This is an optimization exercise on Yosys and OpenROAD, whose aim is small area, a short achievable clock period and few clock cycles per item, not a production implementation.
RTL that was checked went through simulation tests only; none was proved equivalent to the original.

// fp32_truncating_alu_top
module fp32_truncating_alu_top
(
   input  wire logic        clock,
   input  wire logic        reset,
   input  wire logic        req_tvalid,
   output logic             req_tready,
   input  wire logic [71:0] req_tdata,
   output logic             rsp_tvalid,
   input  wire logic        rsp_tready,
   output logic [39:0]      rsp_tdata
);
Size in the first run: about 120 I/O pins, about 87000 µm² of cells after synthesis.
clock: 12.0 ns
lec_check: 0
abc_area: 1
cap_margin: 20
core_margin: 2
core_utilization: 40
slew_margin: 20
standard.sh (not shown) runs the stock make flow with config.mk's settings and CLKGATE_MAP_FILE= SYNTH_SCRIPT=/design/flow/synth_recipe.tcl, a recipe that flattens the netlist after the stock synthesis.
==> flow/flow/run.sh <==
#!/bin/bash
# Standard layout, with timing repair aiming below the clock period: repair
# works on every path with less than SETUP_SLACK_MARGIN ns of slack.
set -euo pipefail
bash standard.sh SETUP_SLACK_MARGIN=7.75 finish > standard_flow.log 2>&1
Testbench counts at the start, summed over its fixed seeds: cycles 16,080, items 16,000.
Rerun with:
--- a/flow/flow/run.sh
+++ b/flow/flow/run.sh
@@ -5 +5 @@
-bash standard.sh SETUP_SLACK_MARGIN=7.75 finish > standard_flow.log 2>&1
+bash standard.sh SETUP_SLACK_MARGIN=7.5 finish > standard_flow.log 2>&1
ABC_CLOCK_PERIOD_IN_PS = 4500   (was not set)
What happened:
- The new run passed the timing, DRC and antenna checks
- wire length fell by 5.4%
- register-to-register slack loses 99 ps
- sequential share of layout area rose by 1.4 points
- count of clock-buffer cells in the layout rose by 5
- synthesized area is unchanged
- design area fell by about 4.4%
Rerun with:
ABC_CLOCK_PERIOD_IN_PS = not set   (was 4500)
GPL_ROUTABILITY_DRIVEN = 0   (was not set)
What happened: The new run completed without violations; first-iteration DRC count rose by a few percent; critical path depth rose by 7; setup slack degrades by 54 ps; die area stays the same; cell count fell slightly; final area fell slightly; sequential share of layout area rose by 0.37 points.
Rerun with:
CTS_BUF_LIST = sky130_fd_sc_hd__clkbuf_8   (was not set)
CTS_CLUSTER_SIZE = 20   (was not set)
GPL_ROUTABILITY_DRIVEN = not set   (was 0)
Effect: Non-clock buffer count grows by 82. Worst setup slack improves by 28 ps. Via count rises slightly. Routed wire length came out higher by roughly a tenth. Worst hold slack barely changes.
Rerun with:
CTS_BUF_LIST = not set   (was sky130_fd_sc_hd__clkbuf_8)
CTS_CLUSTER_SIZE = not set   (was 20)
Hold slack got worse by 7.3 ps.
Via count is lower slightly.
Global-route usage is about the same.
Count of clock-buffer cells in the layout shrinks by 39.
Register-to-register slack gains 30 ps.
Routed wire length hardly moves.
Clock skew fell by 15 ps.
Setup slack gains 25 ps.
Critical path depth went down by 1.
Sequential cell count does not change.

---

Another version of the RTL of fp32_truncating_alu_top (not shown whole).
Size in the first run: ~9400 cells after synthesis, roughly 1100 flip-flops, roughly 90000 sq um of cells after synthesis.
Design fp32_truncating_alu_top, start of the top module:
module fp32_truncating_alu_top
(
   input  wire logic        clock,
   input  wire logic        reset,
   input  wire logic        req_tvalid,
   output logic             req_tready,
   input  wire logic [71:0] req_tdata,
   output logic             rsp_tvalid,
   input  wire logic        rsp_tready,
   output logic [39:0]      rsp_tdata
);
clock: 12.0 ns
lec_check: 0
abc_area: 1
cap_margin: 20
core_margin: 2
core_utilization: 40
slew_margin: 20
==> flow/flow/run.sh <==
#!/bin/bash
# Standard layout, with timing repair aiming below the clock period: repair
# works on every path with less than SETUP_SLACK_MARGIN ns of slack.
set -euo pipefail
bash standard.sh SETUP_SLACK_MARGIN=7 finish > standard_flow.log 2>&1
The first run went through all stages and came out clean.
Edit:
--- a/flow/flow/run.sh
+++ b/flow/flow/run.sh
@@ -4,2 +4,2 @@
 set -euo pipefail
-bash standard.sh SETUP_SLACK_MARGIN=7 finish > standard_flow.log 2>&1
+bash standard.sh SETUP_SLACK_MARGIN=7.5 finish > standard_flow.log 2>&1
The changed run produced a clean layout.
Hold slack stays flat.
Final area climbs by 3.5%.
Core utilization climbs by 1.6 points.
Worst setup slack gets better by 0.45 ns.
Register-to-register slack gets better by 0.45 ns.
Die area is unchanged.
No run of this note included a check of the RTL's function; only the layout flow was run.

static timing again, ports no longer ideal:
How much do the figures lean on ideal ports? The routed layouts below were timed once more, with nothing changed but the port constraints. Step 1 (the two cells are an assumption about what drives the block):
set clk [get_ports {clock}]
set_driving_cell -lib_cell sky130_fd_sc_hd__clkbuf_16 $clk
set_driving_cell -lib_cell sky130_fd_sc_hd__buf_2 [delete_from_list [all_inputs] $clk]
Step 2 moves the port delays by t, midway between the first and last clock arrival at a register: inputs arrive t later, outputs are due t later. That takes back most of the time a late clock gives input paths. Three values: no drivers, after step 1, after step 2; two values: the first two.
run | shift t [ns] | setup slack, ns | worst setup path after step 2 | worst data-port slew with drivers (ns) | pins driven straight from the clock port
the first run of note 1 | 0.881 | 7.588 / 7.588 / 7.438 | input to register | 0.09 | 1
the second run of note 1 | 0.889 | 7.489 / 7.489 / 7.415 | input to register | 0.10 | 1
the third run of note 1 | 0.885 | 7.435 / 7.435 / 7.338 | input to register | 0.10 | 1
the fourth run of note 1 | 1.076 | 7.464 / 7.464 / 7.400 | input to register | 0.09 | 1
the fifth run of note 1 | 0.889 | 7.489 / 7.489 / 7.415 | input to register | 0.10 | 1
the first run of note 2 | 0.891 | 7.010 / 7.010 / 7.010 | register to register | 0.04 | 1
the second run of note 2 | 0.895 | 7.455 / 7.455 / 7.407 | input to register | 0.05 | 1
After both steps setup and hold are still met in every run listed. For the first run of note 1, which loses most, drivers alone change the setup slack by 0.000 ns; drivers and shift together by -0.150 ns.
